This is an optimization exercise on Yosys and OpenROAD, whose aim is a short achievable clock period and few clock cycles per item, not a production implementation. The RTL was checked by simulation tests, not by an equivalence proof against the original design. Power and IR drop assume default switching activity.

File: design/flow/config.mk
export PLATFORM = sky130hd
export DESIGN_NAME = multi_delimiter_record_splitter_top
export DESIGN_NICKNAME = multi_delimiter_record_splitter_top
export VERILOG_FILES = /design/flow/design.v
export SDC_FILE = /design/flow/constraint.sdc
export NUM_CORES = 4
export LEC_CHECK = 0
export CAP_MARGIN = 20
export CORE_MARGIN = 2
export CORE_UTILIZATION = 40
export SLEW_MARGIN = 20
File: design/flow/constraint.sdc
create_clock -name core_clock -period 16.0 [get_ports {clk}]
set_input_delay 3.2000 -clock core_clock [delete_from_list [all_inputs] [get_ports {clk}]]
set_output_delay 3.2000 -clock core_clock [all_outputs]
set_load 0.01 [all_outputs]
File: design/flow/design.v
package mdrs_pkg;
	localparam int NUM_SEPARATORS = 4;
	localparam int MAX_SEP_LEN    = 8;
	localparam int SEP_W          = 64;
	localparam int LEN_W          = 4;
	localparam int LENS_W         = 16;
	localparam int IDX_W          = 2;
	localparam int CFG_IDX_W      = 3;
	localparam int BUF_N          = 32;
	localparam int PTR_W          = $clog2(BUF_N);
	localparam int RDY_LIMIT      = BUF_N - 8;
	localparam logic [SEP_W-1:0]  RST_SEP_0     = 64'd10;
	localparam logic [SEP_W-1:0]  RST_SEP_1     = 64'd2573;
	localparam logic [SEP_W-1:0]  RST_SEP_2     = 64'd0;
	localparam logic [SEP_W-1:0]  RST_SEP_3     = 64'd0;
	localparam logic [LENS_W-1:0] RST_LENGTHS   = 16'd33;
	localparam logic              RST_CASE      = 1'b1;
	localparam logic              RST_ESC_EN    = 1'b0;
	localparam logic [7:0]        RST_ESC_BYTE  = 8'd92;
endpackage
module mdrs_cfg (
	input  logic        clk,
	input  logic        arst_n,
	input  logic                 wr_valid,
	output logic                 wr_ready,
	input  logic [2:0]           wr_index,
	input  logic [63:0]          wr_data,
	output logic [3:0][7:0][7:0] sep_b,      
	output logic [3:0][7:0][7:0] alt_b,      
	output logic [3:0][7:0]      lmask,      
	output logic [3:0][3:0]      beats,      
	output logic [3:0][4:0]      back,       
	output logic                 esc_en,
	output logic [7:0]           esc_byte
);
	logic [3:0][63:0] sep_q;
	logic [15:0]      len_q;
	logic             case_q;
	logic             esc_en_q;
	logic [7:0]       esc_q;
	assign wr_ready = 1'b1;
	assign esc_en   = esc_en_q;
	assign esc_byte = esc_q;
	always_ff @(posedge clk or negedge arst_n) begin
		if (!arst_n) begin
			sep_q[0] <= mdrs_pkg::RST_SEP_0;
			sep_q[1] <= mdrs_pkg::RST_SEP_1;
			sep_q[2] <= mdrs_pkg::RST_SEP_2;
			sep_q[3] <= mdrs_pkg::RST_SEP_3;
			len_q    <= mdrs_pkg::RST_LENGTHS;
			case_q   <= mdrs_pkg::RST_CASE;
			esc_en_q <= mdrs_pkg::RST_ESC_EN;
			esc_q    <= mdrs_pkg::RST_ESC_BYTE;
		end else if (wr_valid) begin
			case (wr_index)
				3'd0: sep_q[0] <= wr_data;
				3'd1: sep_q[1] <= wr_data;
				3'd2: sep_q[2] <= wr_data;
				3'd3: sep_q[3] <= wr_data;
				3'd4: len_q    <= wr_data[15:0];
				3'd5: case_q   <= wr_data[0];
				3'd6: esc_en_q <= wr_data[0];
				default: esc_q <= wr_data[7:0];
			endcase
		end
	end
	logic [3:0][7:0][7:0] alt_d;
	logic [3:0][7:0]      lmask_d;
	logic [3:0][3:0]      beats_d;
	logic [3:0][4:0]      back_d;
	logic [3:0][3:0]      len;
	logic [3:0]           en;
	always_comb begin
		for (int k = 0; k < 4; k++) begin
			len[k] = len_q[4*k +: 4];
			en[k]  = (len[k] != 4'd0) && (len[k] <= 4'd8);
			for (int j = 0; j < 8; j++) begin
				alt_d[k][j] = sep_q[k][8*j +: 8];
				if (!case_q && ((sep_q[k][8*j +: 8] >= 8'h41 && sep_q[k][8*j +: 8] <= 8'h5A) ||
						(sep_q[k][8*j +: 8] >= 8'h61 && sep_q[k][8*j +: 8] <= 8'h7A)))
					alt_d[k][j] = sep_q[k][8*j +: 8] ^ 8'h20;
				lmask_d[k][j] = en[k] && (len[k] == 4'(j + 1));
			end
			back_d[k] = 5'd1 - 5'(len[k]);
		end
		for (int j = 0; j < 4; j++) begin
			for (int k = 0; k < 4; k++) begin
				beats_d[j][k] = (j != k) && en[j] &&
					((len[j] > len[k]) || (len[j] == len[k] && j < k));
			end
		end
	end
	always_ff @(posedge clk) begin
		for (int k = 0; k < 4; k++)
			sep_b[k] <= sep_q[k];
		alt_b <= alt_d;
		lmask <= lmask_d;
		beats <= beats_d;
		back  <= back_d;
	end
endmodule
module mdrs_core (
	input  logic        clk,
	input  logic        arst_n,
	input  logic        in_valid,
	input  logic        in_ready,
	input  logic [7:0]  in_data_byte,
	input  logic        in_end_of_input,
	input  logic [3:0][7:0][7:0] sep_b,
	input  logic [3:0][7:0][7:0] alt_b,
	input  logic [3:0][7:0]      lmask,
	input  logic [3:0][3:0]      beats,
	input  logic [3:0][4:0]      back,
	input  logic                 esc_en,
	input  logic [7:0]           esc_byte,
	output logic        s_valid,      
	output logic        s_push,       
	output logic        s_match,      
	output logic        s_eoi,        
	output logic [7:0]  s_byte,
	output logic [1:0]  s_idx,
	output logic [4:0]  s_back        
);
	logic       a0, r0, e0;
	logic [7:0] b0;
	logic       take0;
	always_ff @(posedge clk or negedge arst_n) begin
		if (!arst_n) begin
			a0 <= 1'b0;
			r0 <= 1'b0;
		end else begin
			a0 <= in_valid;
			r0 <= in_ready;
		end
	end
	always_ff @(posedge clk) begin
		b0 <= in_data_byte;
		e0 <= in_end_of_input;
	end
	assign take0 = a0 && r0;
	logic                 v1, e1, x1;
	logic [7:0]           b1;
	logic [3:0][7:0]      eq1;
	logic [3:0][7:0]      eq_d;
	always_comb begin
		for (int k = 0; k < 4; k++)
			for (int j = 0; j < 8; j++)
				eq_d[k][j] = (b0 == sep_b[k][j]) || (b0 == alt_b[k][j]);
	end
	always_ff @(posedge clk or negedge arst_n) begin
		if (!arst_n) begin
			v1 <= 1'b0;
		end else begin
			v1 <= take0;
		end
	end
	always_ff @(posedge clk) begin
		b1  <= b0;
		e1  <= e0;
		x1  <= esc_en && (b0 == esc_byte);
		eq1 <= eq_d;
	end
	logic [3:0][7:0] pm_q;       
	logic            esc_q;
	logic [3:0][7:0] pn;
	logic [3:0]      m;
	logic [3:0]      w;
	logic            any;
	logic            normal;
	logic            lit;
	logic [1:0]      widx;
	logic [4:0]      wback;
	always_comb begin
		for (int k = 0; k < 4; k++) begin
			pn[k] = {pm_q[k][6:0], 1'b1} & eq1[k];
			m[k]  = |(pn[k] & lmask[k]);
		end
		for (int k = 0; k < 4; k++) begin
			w[k] = m[k];
			for (int j = 0; j < 4; j++)
				if (m[j] && beats[j][k]) w[k] = 1'b0;
		end
		any   = |m;
		widx  = {w[3] | w[2], w[3] | w[1]};
		wback = ({5{w[0]}} & back[0]) | ({5{w[1]}} & back[1]) |
			({5{w[2]}} & back[2]) | ({5{w[3]}} & back[3]);
		normal = !e1 && !esc_q && !x1;
		lit    = !e1 && esc_q;
	end
	always_ff @(posedge clk or negedge arst_n) begin
		if (!arst_n) begin
			pm_q    <= '0;
			esc_q   <= 1'b0;
			s_valid <= 1'b0;
		end else begin
			if (v1) begin
				pm_q  <= (normal && !any) ? pn : '0;
				esc_q <= !e1 && !esc_q && x1;
			end
			s_valid <= v1 && (e1 || esc_q || !x1);
		end
	end
	always_ff @(posedge clk) begin
		s_push  <= lit || (normal && !any);
		s_match <= normal && any;
		s_eoi   <= e1;
		s_byte  <= b1;
		s_idx   <= widx;
		s_back  <= (normal && any) ? wback : 5'd0;
	end
endmodule
module mdrs_emit (
	input  logic        clk,
	input  logic        arst_n,
	input  logic        s_valid,
	input  logic        s_push,
	input  logic        s_match,
	input  logic        s_eoi,
	input  logic [7:0]  s_byte,
	input  logic [1:0]  s_idx,
	input  logic [4:0]  s_back,
	output logic        in_ready,
	output logic             res_valid,
	input  logic             res_ready,
	output logic [7:0]       res_out_byte,
	output logic             res_is_data,
	output logic             res_matched,
	output logic [1:0]       res_separator_index,
	output logic             res_last
);
	localparam int N  = mdrs_pkg::BUF_N;
	localparam int PW = mdrs_pkg::PTR_W;
	logic [N-1:0][7:0] bq_byte;
	logic [N-1:0]      bq_data;
	logic [N-1:0]      bq_matched;
	logic [N-1:0][1:0] bq_idx;
	logic [N-1:0]      bq_last;
	logic [PW-1:0] wr_q, cm_q, rd_q;
	logic [3:0]    fill_q;
	logic          full;
	logic [PW-1:0] pos;
	logic          ovf;
	assign full = fill_q[3];
	assign pos  = wr_q + s_back;
	assign ovf  = s_valid && s_push && full;
	always_ff @(posedge clk or negedge arst_n) begin
		if (!arst_n) begin
			wr_q   <= '0;
			cm_q   <= '0;
			fill_q <= '0;
		end else if (s_valid) begin
			wr_q <= pos + PW'(1);
			if (s_push) begin
				if (full) cm_q <= cm_q + PW'(1);
				else      fill_q <= fill_q + 4'd1;
			end else begin
				cm_q   <= pos + PW'(1);
				fill_q <= '0;
			end
		end
	end
	always_ff @(posedge clk) begin
		for (int i = 0; i < N; i++) begin
			if (s_valid && pos == PW'(i)) begin
				bq_byte[i]    <= s_push ? s_byte : 8'd0;
				bq_data[i]    <= s_push;
				bq_matched[i] <= s_match;
				bq_idx[i]     <= s_match ? s_idx : 2'd0;
				bq_last[i]    <= !s_push;
			end else if (ovf && cm_q == PW'(i)) begin
				bq_last[i]    <= 1'b1;
			end
		end
	end
	logic          o_valid_q;
	logic [7:0]    o_byte_q;
	logic          o_data_q;
	logic          o_matched_q;
	logic [1:0]    o_idx_q;
	logic          o_last_q;
	logic          avail;
	logic          ld;
	assign avail = (rd_q != cm_q);
	assign ld    = !o_valid_q || res_ready;
	always_ff @(posedge clk or negedge arst_n) begin
		if (!arst_n) begin
			o_valid_q <= 1'b0;
			rd_q      <= '0;
		end else if (ld) begin
			o_valid_q <= avail;
			if (avail) rd_q <= rd_q + PW'(1);
		end
	end
	always_ff @(posedge clk) begin
		if (ld && avail) begin
			o_byte_q    <= bq_byte[rd_q];
			o_data_q    <= bq_data[rd_q];
			o_matched_q <= bq_matched[rd_q];
			o_idx_q     <= bq_idx[rd_q];
			o_last_q    <= bq_last[rd_q];
		end
	end
	logic [PW-1:0] occ;
	logic          rdy_q;
	assign occ = wr_q - rd_q;
	always_ff @(posedge clk or negedge arst_n) begin
		if (!arst_n) begin
			rdy_q <= 1'b0;
		end else begin
			rdy_q <= (occ <= PW'(mdrs_pkg::RDY_LIMIT));
		end
	end
	assign in_ready            = rdy_q;
	assign res_valid           = o_valid_q;
	assign res_out_byte        = o_byte_q;
	assign res_is_data         = o_data_q;
	assign res_matched         = o_matched_q;
	assign res_separator_index = o_idx_q;
	assign res_last            = o_last_q;
endmodule
module multi_delimiter_record_splitter_top (
	input  logic                 clk,
	input  logic                 arst_n,
	input  logic                 data_in_valid,
	output logic                 data_in_ready,
	input  logic [7:0]           data_in_data_byte,
	input  logic                 data_in_end_of_input,
	output logic                 data_out_valid,
	input  logic                 data_out_ready,
	output logic [7:0]           data_out_out_byte,
	output logic                 data_out_is_data,
	output logic                 data_out_matched,
	output logic [mdrs_pkg::IDX_W-1:0] data_out_separator_index,
	output logic                 data_out_last,
	input  logic                 cfg_valid,
	output logic                 cfg_ready,
	input  logic [mdrs_pkg::CFG_IDX_W-1:0] cfg_index,
	input  logic [mdrs_pkg::SEP_W-1:0] cfg_data
);
	logic [3:0][7:0][7:0] sep_b;
	logic [3:0][7:0][7:0] alt_b;
	logic [3:0][7:0]      lmask;
	logic [3:0][3:0]      beats;
	logic [3:0][4:0]      back;
	logic                 esc_en;
	logic [7:0]           esc_byte;
	logic       s_valid, s_push, s_match, s_eoi;
	logic [7:0] s_byte;
	logic [1:0] s_idx;
	logic [4:0] s_back;
	mdrs_cfg u_cfg (
		.clk      (clk),
		.arst_n   (arst_n),
		.wr_valid (cfg_valid),
		.wr_ready (cfg_ready),
		.wr_index (cfg_index),
		.wr_data  (cfg_data),
		.sep_b    (sep_b),
		.alt_b    (alt_b),
		.lmask    (lmask),
		.beats    (beats),
		.back     (back),
		.esc_en   (esc_en),
		.esc_byte (esc_byte)
	);
	mdrs_core u_core (
		.clk             (clk),
		.arst_n          (arst_n),
		.in_valid        (data_in_valid),
		.in_ready        (data_in_ready),
		.in_data_byte    (data_in_data_byte),
		.in_end_of_input (data_in_end_of_input),
		.sep_b           (sep_b),
		.alt_b           (alt_b),
		.lmask           (lmask),
		.beats           (beats),
		.back            (back),
		.esc_en          (esc_en),
		.esc_byte        (esc_byte),
		.s_valid         (s_valid),
		.s_push          (s_push),
		.s_match         (s_match),
		.s_eoi           (s_eoi),
		.s_byte          (s_byte),
		.s_idx           (s_idx),
		.s_back          (s_back)
	);
	mdrs_emit u_emit (
		.clk                 (clk),
		.arst_n              (arst_n),
		.s_valid             (s_valid),
		.s_push              (s_push),
		.s_match             (s_match),
		.s_eoi               (s_eoi),
		.s_byte              (s_byte),
		.s_idx               (s_idx),
		.s_back              (s_back),
		.in_ready            (data_in_ready),
		.res_valid           (data_out_valid),
		.res_ready           (data_out_ready),
		.res_out_byte        (data_out_out_byte),
		.res_is_data         (data_out_is_data),
		.res_matched         (data_out_matched),
		.res_separator_index (data_out_separator_index),
		.res_last            (data_out_last)
	);
endmodule
File: design/flow/run.sh
#!/bin/bash
# synth_recipe.tcl (not shown) runs the flow's synth.tcl, then flattens the netlist and writes it again
# the make line also repeats each setting of config.mk as NAME=value (left out here)
make -C /OpenROAD-flow-scripts/flow DESIGN_CONFIG=/design/flow/config.mk WORK_HOME=/design/flow/orfs CLKGATE_MAP_FILE= SYNTH_SCRIPT=/design/flow/synth_recipe.tcl finish
==> results.txt <==
[area by class of cell]
class	instances	area share, %
Sequential cell	1185	57.7
Multi-Input combinational cell	1623	27.8
Clock buffer	181	6.86
Tap cell	1488	3.61
Timing Repair Buffer	133	2.40
Clock inverter	48	1.17
Inverter	66	0.480
[worst max-delay path by stage]
stage	from	end	slack [ns]	cells after the start
6_report	cfg_index[2]	u_cfg.sep_q[174]	10.69	4
5_1_grt	cfg_index[1]	u_cfg.sep_q[97]	10.55	5
4_1_cts	cfg_index[2]	u_cfg.sep_q[187]	10.70	4
3_5_place_dp	cfg_index[2]	u_cfg.sep_q[174]	9.93	4
3_3_place_gp	cfg_index[2]	u_cfg.sep_q[172]	9.96	4
2_1_floorplan	cfg_index[2]	u_cfg.sep_q[196]	11.29	5
[flip-flops by register name, summed over array words and instances (netlist names), 33 cells and up]
name / flops
u_cfg.sep_q: 256
u_cfg.sep_b: 33
u_cfg.alt_b: 255
u_emit.bq_byte: 256
u_emit.bq_idx: 64
[kinds of logic after synthesis]
| family | count (synthesis) | share of synthesized area (%) |
|---|---|---|
| fa+ha+maj | 55 | 1.55 |
| other cells | 1 | 0.00837 |
| compound gates | 274 | 3.89 |
| mux | 412 | 13.8 |
| flops | 1185 | 66.3 |
| simple gates | 597 | 7.09 |
| xor+xnor | 284 | 5.55 |
| buf+inv | 195 | 1.84 |
[synthesized netlist by cell type, drive strengths merged (3+ instances only)]
cell type	number	area, sq um
edfxtp	429	12900
dfxtp	420	8410
dfrtp	322	8060
mux2	280	3150
xor2	273	2390
nand2	176	661
mux4	130	3000
clkbuf	88	330
nor2	77	289
o22ai	77	482
nand3	73	365
nor4	73	475
inv	66	248
ha	54	676
a21oi	53	265
o21ai	53	265
buf	41	248
and2	33	206
nor4b	33	289
o211ai	32	240
or4	32	240
nand4	24	150
nor3	22	120
a22o	16	140
nand4b	15	131
dfstp	14	368
and3	12	75.1
nand2b	12	75.1
xnor2	11	96.3
a21boi	7	52.6
nor2b	7	43.8
a41oi	6	52.6
o31a	5	43.8
a21o	4	30.0
a31oi	4	25.0
a32oi	4	35.0
a21bo	3	30.0
o31ai	3	22.5
[metrics by stage]
stage	setup WS, ns	cell area (sq um)
floorplan	11.29	44800
global placement	9.96	47400
detailed placement	9.93	47400
CTS	10.70	51600
global route	10.55	51600
finish	10.69	51600
[metal layers]
metal	GRT usage (%)	vias up	share of wire, %
met5	0	-	0
met4	4.00	0	1.7
met3	2.73	125	4.0
met2	29.5	442	49
met1	23.6	12500	45
li1	-	11400	-
[cells in the final DEF (no fill, tap or decap), types with 14 or more instances in the layout]
master / netlist / routed
a21oi_1: 53 / 52
a22o_1: 16 / 16
and2_1: 33 / 30
buf_4: 2 / 37
clkbuf_1: 88 / 36
clkbuf_16: 0 / 125
clkbuf_8: 0 / 20
clkdlybuf4s50_1: 0 / 94
clkinv_2: 0 / 19
dfrtp_1: 322 / 320
dfstp_2: 14 / 14
dfxtp_1: 420 / 410
edfxtp_1: 429 / 429
ha_1: 54 / 54
inv_1: 53 / 53
mux2_1: 266 / 266
mux2_2: 14 / 14
mux4_1: 18 / 18
mux4_2: 112 / 112
nand2_1: 176 / 176
nand3_1: 73 / 73
nand4_1: 24 / 24
nand4b_1: 15 / 15
nor2_1: 77 / 64
nor3_1: 20 / 20
nor4_1: 70 / 69
nor4b_1: 33 / 32
o211ai_1: 32 / 32
o21ai_0: 16 / 16
o21ai_1: 37 / 37
o22ai_1: 77 / 77
or4_1: 32 / 32
xor2_1: 273 / 273
[report_power, final]
group          switching, mW  internal, mW  total [mW]
clock network           1.17          1.71        2.88
registers              0.349          3.64        3.99
logic                  0.767         0.752        1.52
total                   2.29          6.10        8.39
==> results.txt <==
status=complete, no violations; Multi-input gate area=14400 sq um; Yosys warning count=3; vias per std cell=5.18; setup violators final=0; worst slew pin tran=1.14 ns; Post-CTS Resized=0; fin. max-slew vios=0; min Tclk post-route=5.31 ns; Antenna Diode Count=0; CTS H-tree depth=3; Final Util=46.5%; ANT nets after route=0; final period utilization=33.2%; Reg clk slew, reported paths=0.06 ns; CP max stage cell=nor3_4; Rows=122; crit path kind=input port to flop; Hold Slack=0.328 ns; WHS Path Cells=0; RSZ-0062 raised after global routing=no; reg-to-reg startpoint=u_emit.wr_q[1]; # hold bufs at CTS=0; initial antenna violation count=1; Hold WC Path Type=flop to flop; CP max FO=48; initial core utilization=40.4%; DRT iter0 DRCs=1570; Max rail drop VDD=0.104 mV; sequential element share of the synthesized area=66.3%; crit-path cells=clkdlybuf4s50_1 > nor3_4 > buf_4 > mux2_1; FF-to-FF path depth=6; CTS buffer count=121; # fillers=9684; clk root buf=clkbuf_16; Bufs and invs on worst path=2; min-delay src=u_core.b1[1]; Die Y=339 um; Post-layout nets=3266; CTS max path bufs=3; Arrival @ worst endpoint=5.89 ns; startpoint types=input port; Min-Delay Endpoint=u_core.s_byte[1]; post-synthesis register bit count=1185; Post-Place Cells=4494; HPWL after DPL=61.7 mm; Layout area overhead=15.1%; vias in the first global route=24700; GRT Total Usage=17.4%; share of layout cells above drive strength 1=12.9%; FMAX=188 MHz; Hold Fails Final Rpt=0; core area=111000 sq um; drt pass-1 iters=7; register area=29700 sq um; remaining global-route overflow=0; mean post-synth cell area=14.9 sq um; I/O Buffers=95; Final Instance Count excl. Fillers=4724; relative slew slack=23.0%; I/O Pins=97; Critical R2R Capture=u_emit.bq_idx[39]; EDFF count, synth=429; cell area after synthesis=44800 sq um; clk latency of the worst-skew pair=0.72 ns; Worst Setup End Kind=flop; setup bufs post-CTS=0; drt wl/cell=21.1 um; CP peak stage delay=0.93 ns; LEAKAGE=19.2 nW; pin count of the biggest net entering global routing=85; max cap viols=0; via count of the routed design=24400; routability cong.=0.833; die area=115000 sq um; first-pass GRT wire length=154 mm; CTS tree=yes; asr flop ratio synth=28.4%; Pwr Total=8.39 mW; final wirelength=99.8 mm; Critical Path RT=16.59 ns; setup TNS=0 ns; setup slack, reg-to-reg=12.42 ns; clock skew=0.0656 ns; Mapped Cells=3003; delay-heaviest family, CP=buffers and inverters; DRC errors left=0; ys flop type=edfxtp_1; die width=339 um; number of distinct library cells after synthesis=65; Cell Pwr Density=163 nW/um^2; # clock sinks=1185; Syn Nets=3139
Testbench counts, summed over its fixed seeds: cycles 39,285, items 38,935.

## static timing again, ports no longer ideal
How much do the figures lean on ideal ports? The routed layout below was timed once more, with nothing changed but the port constraints.
Step 1 assumes that a clkbuf_16 drives the clock port and a buf_2 every other input.
Step 2 moves the port delays by t, midway between the first and last clock arrival at a register: inputs arrive t later, outputs are due t later. That takes back most of the time a late clock gives input paths.
a / b / c = ideal / step 1 / step 2; a / b = the first two.
t, ns: 0.759
slack for setup (ns): 10.693 / 10.740 / 9.981
slew at the worst register clock pin (ns): 0.06 / 0.06
After both steps setup and hold are still met in this run. The setup slack of this run moves by +0.047 ns with the drivers and by -0.712 ns with both steps.
